Background: an optimization exercise with open tools, aiming at small area. Do not read the settings as production practice. In this exercise RTL edits were held to simulation tests only and were not proved equivalent to the original. Power is estimated from default activity; no workload was simulated.

== oak ==
// des_top
module des_top (
    input  wire logic                 clk,
    input  wire logic                 rst_n,
    input  wire logic                 in_valid,
    input  wire des_pkg::des_block_t  key,
    input  wire des_pkg::des_block_t  value,
    output logic                      out_valid,
    output des_pkg::des_block_t       msg
);
export LEC_CHECK = 0
export ABC_AREA = 1
export CAP_MARGIN = 10
export CORE_MARGIN = 2
export CORE_UTILIZATION = 78
export CTS_BUF_LIST = sky130_fd_sc_hd__clkbuf_8
export GPL_TIMING_DRIVEN = 0
export SETUP_SLACK_MARGIN = 0.15
export SLEW_MARGIN = 10
create_clock -name core_clock -period 4.0 [get_ports {clk}]
standard.sh (not shown) runs the stock make flow with config.mk's settings and CLKGATE_MAP_FILE= SYNTH_SCRIPT=/design/flow/synth_recipe.tcl, a recipe that flattens the netlist after the stock synthesis.
==> flow/flow/run.sh <==
#!/bin/bash
# Standard ORFS layout; only these differ:
# - synthesis maps with an area-oriented ABC script (flow/my.abc) and skips
#   half-adder extraction; registers are untouched;
# - port buffers are the smallest buffer (repair_design upsizes them if needed);
# - clock tree: clkbuf_8 only, larger sink clusters.
set -euo pipefail
W=$(pwd)
bash standard.sh SYNTH_SCRIPT=$W/flow/my_synth.tcl ADDER_MAP_FILE= \
  "BUFFER_PORTS_ARGS=-buffer_cell sky130_fd_sc_hd__buf_1" \
  "CTS_ARGS=-sink_clustering_enable -repair_clock_nets -buf_list sky130_fd_sc_hd__clkbuf_8 -sink_clustering_size 14 -sink_clustering_max_diameter 70 -dont_use_dummy_load" \
  finish > $W/orfs_flow.log 2>&1
==> flow/flow/my.abc <==
strash
dch -f
map -a
strash
dch -f
amap
strash
dch -f
map -a
strash
dch -f
amap
topo
==> flow/flow/my_synth.tcl <==
# synth_recipe.tcl with one change: the technology mapping step runs the
# ABC script in flow/my.abc instead of ORFS's abc_area.script
proc synth {args} { yosys synth -nofsm -noshare {*}$args }
proc abc {args} {
  set i [lsearch -exact $args -script]
  if { $i >= 0 } {
    set args [lreplace $args $i [expr {$i + 1}] -script [file dirname $::env(SYNTH_SCRIPT)]/my.abc]
  }
  yosys abc {*}$args
}
source $::env(SCRIPTS_DIR)/synth.tcl
# left out here: clear keep_hierarchy, flatten, clean up, hide names made inside functions, write 1_2_yosys.v
oak: aborted in global routing (tool error)
> inputs changed (oak -> pine)
--- a/flow/config.mk
+++ b/flow/config.mk
@@ -11 +11 @@
-export CORE_UTILIZATION = 78
+export CORE_UTILIZATION = 72
==> run summary <==
Count of unique library cells instantiated by Yosys of pine is on par with oak.
pine against oak: vertical die dimension saw an increase; number of core rows saw an increase; initial cell density of the core saw a decrease; number of flops mapped to enable cells by yosys saw little to no change; hold buffer count at CTS saw a decrease.
The final layout from pine, which completed every stage, passed the timing, DRC and antenna checks at the end of the flow.
What birch does differently from pine at the input level:
--- a/flow/flow/run.sh
+++ b/flow/flow/run.sh
@@ -11 +11 @@
-  "CTS_ARGS=-sink_clustering_enable -repair_clock_nets -buf_list sky130_fd_sc_hd__clkbuf_8 -sink_clustering_size 14 -sink_clustering_max_diameter 70 -dont_use_dummy_load" \
+  "CTS_ARGS=-sink_clustering_enable -repair_clock_nets -buf_list {sky130_fd_sc_hd__clkbuf_4 sky130_fd_sc_hd__clkbuf_8} -sink_clustering_size 10 -sink_clustering_max_diameter 50" \
--- a/flow/config.mk
+++ b/flow/config.mk
@@ -11,2 +11,2 @@
-export CORE_UTILIZATION = 72
-export CTS_BUF_LIST = sky130_fd_sc_hd__clkbuf_8
+export CORE_UTILIZATION = 65
+export CTS_BUF_LIST = sky130_fd_sc_hd__clkbuf_4 sky130_fd_sc_hd__clkbuf_8
@@ -14 +14 @@
-export SETUP_SLACK_MARGIN = 0.15
+export SETUP_SLACK_MARGIN = 0.18
Summary of birch over pine: number of vias per cell shrank by 4.2%; combinational power held steady. The higher post-layout minimum cycle time came out of pine. birch: number of antenna violations at the first check in global routing 1 below pine. birch vs. pine: post-layout total power went up 2.5 mW, average wire per standard cell saw a decrease, register fraction of the total cell area saw a decrease. birch vs pine, worst setup path startpoint: g_node[5].g_reg.lr_q[4] vs g_node[1].g_reg.lr_q[4].

des_top, a different RTL version from the one above (not shown whole).
Size in the first run: about 200 I/O pins.
==> flow/design.v (excerpt) <==
module des_top (
    input  wire logic                 clk,
    input  wire logic                 rst_n,
    input  wire logic                 in_valid,
    input  wire des_pkg::des_block_t  key,
    input  wire des_pkg::des_block_t  value,
    output logic                      out_valid,
    output des_pkg::des_block_t       msg
);
export LEC_CHECK = 0
export ABC_AREA = 1
export CAP_MARGIN = 10
export CORE_MARGIN = 2
export CORE_UTILIZATION = 72
export CTS_BUF_LIST = sky130_fd_sc_hd__clkbuf_8
export GPL_TIMING_DRIVEN = 0
export SETUP_SLACK_MARGIN = 0.15
export SLEW_MARGIN = 10
create_clock -name core_clock -period 4.0 [get_ports {clk}]
==> flow/flow/run.sh <==
#!/bin/bash
# Standard ORFS layout; only these differ:
# - synthesis maps with an area-oriented ABC script (flow/my.abc) and skips
#   half-adder extraction; registers are untouched;
# - port buffers are the smallest buffer (repair_design upsizes them if needed);
# - clock tree: clkbuf_8 only, larger sink clusters.
set -euo pipefail
W=$(pwd)
bash standard.sh SYNTH_SCRIPT=$W/flow/my_synth.tcl ADDER_MAP_FILE= \
  "BUFFER_PORTS_ARGS=-buffer_cell sky130_fd_sc_hd__buf_1" \
  "CTS_ARGS=-sink_clustering_enable -repair_clock_nets -buf_list sky130_fd_sc_hd__clkbuf_8 -sink_clustering_size 14 -sink_clustering_max_diameter 70 -dont_use_dummy_load" \
  finish > $W/orfs_flow.log 2>&1
Scripts as last shown in full above: flow/flow/my.abc, flow/flow/my_synth.tcl
Edit:
- CORE_UTILIZATION: 72 -> 75
Result: Die area goes down by a few percent; design area goes down slightly; core utilization goes up by 3.2 points; power goes up slightly; clock-buffer cell count stays the same; maximum frequency goes up slightly; global-route usage goes up by 2.2 points; hold slack got worse by 0.056 ns; area after synthesis is unchanged.

## static timing again, ports no longer ideal
The results above use ideal ports. As a check the final layouts listed here were re-extracted and re-timed, cells and wires unchanged.
Step 1 sets driving cells, clkbuf_16 on the clock port and buf_2 on the other inputs (assumed; they add their load-dependent delay and slew).
Step 2 times the ports against the registers' clock, not the clock port: input delays grow and output delays shrink by t, the midpoint of the rising clock arrivals with the driver on.
Slacks: no drivers / after step 1 / after step 2; pairs: no drivers / after step 1.
run | t, ns | setup slack, ns | hold WS [ns] | worst slew at a driven data input, ns
pine | 0.974 | 0.125 / 0.125 / -0.475 | 0.038 / -0.024 / 0.314 | 0.05
birch | 1.079 | 0.227 / 0.227 / -0.559 | 0.035 / -0.029 / 0.310 | 0.07
the first run of note 2 | 0.953 | 0.128 / 0.128 / -0.339 | 0.056 / -0.005 / 0.316 | 0.05
the second run of note 2 | 0.976 | 0.194 / 0.194 / -0.060 | 0.000 / -0.055 / 0.316 | 0.05
Met with ideal ports but missed after step 2: setup timing in every run listed. The setup slack of birch, which loses most, moves by 0.000 ns with the drivers and by -0.786 ns with both steps.
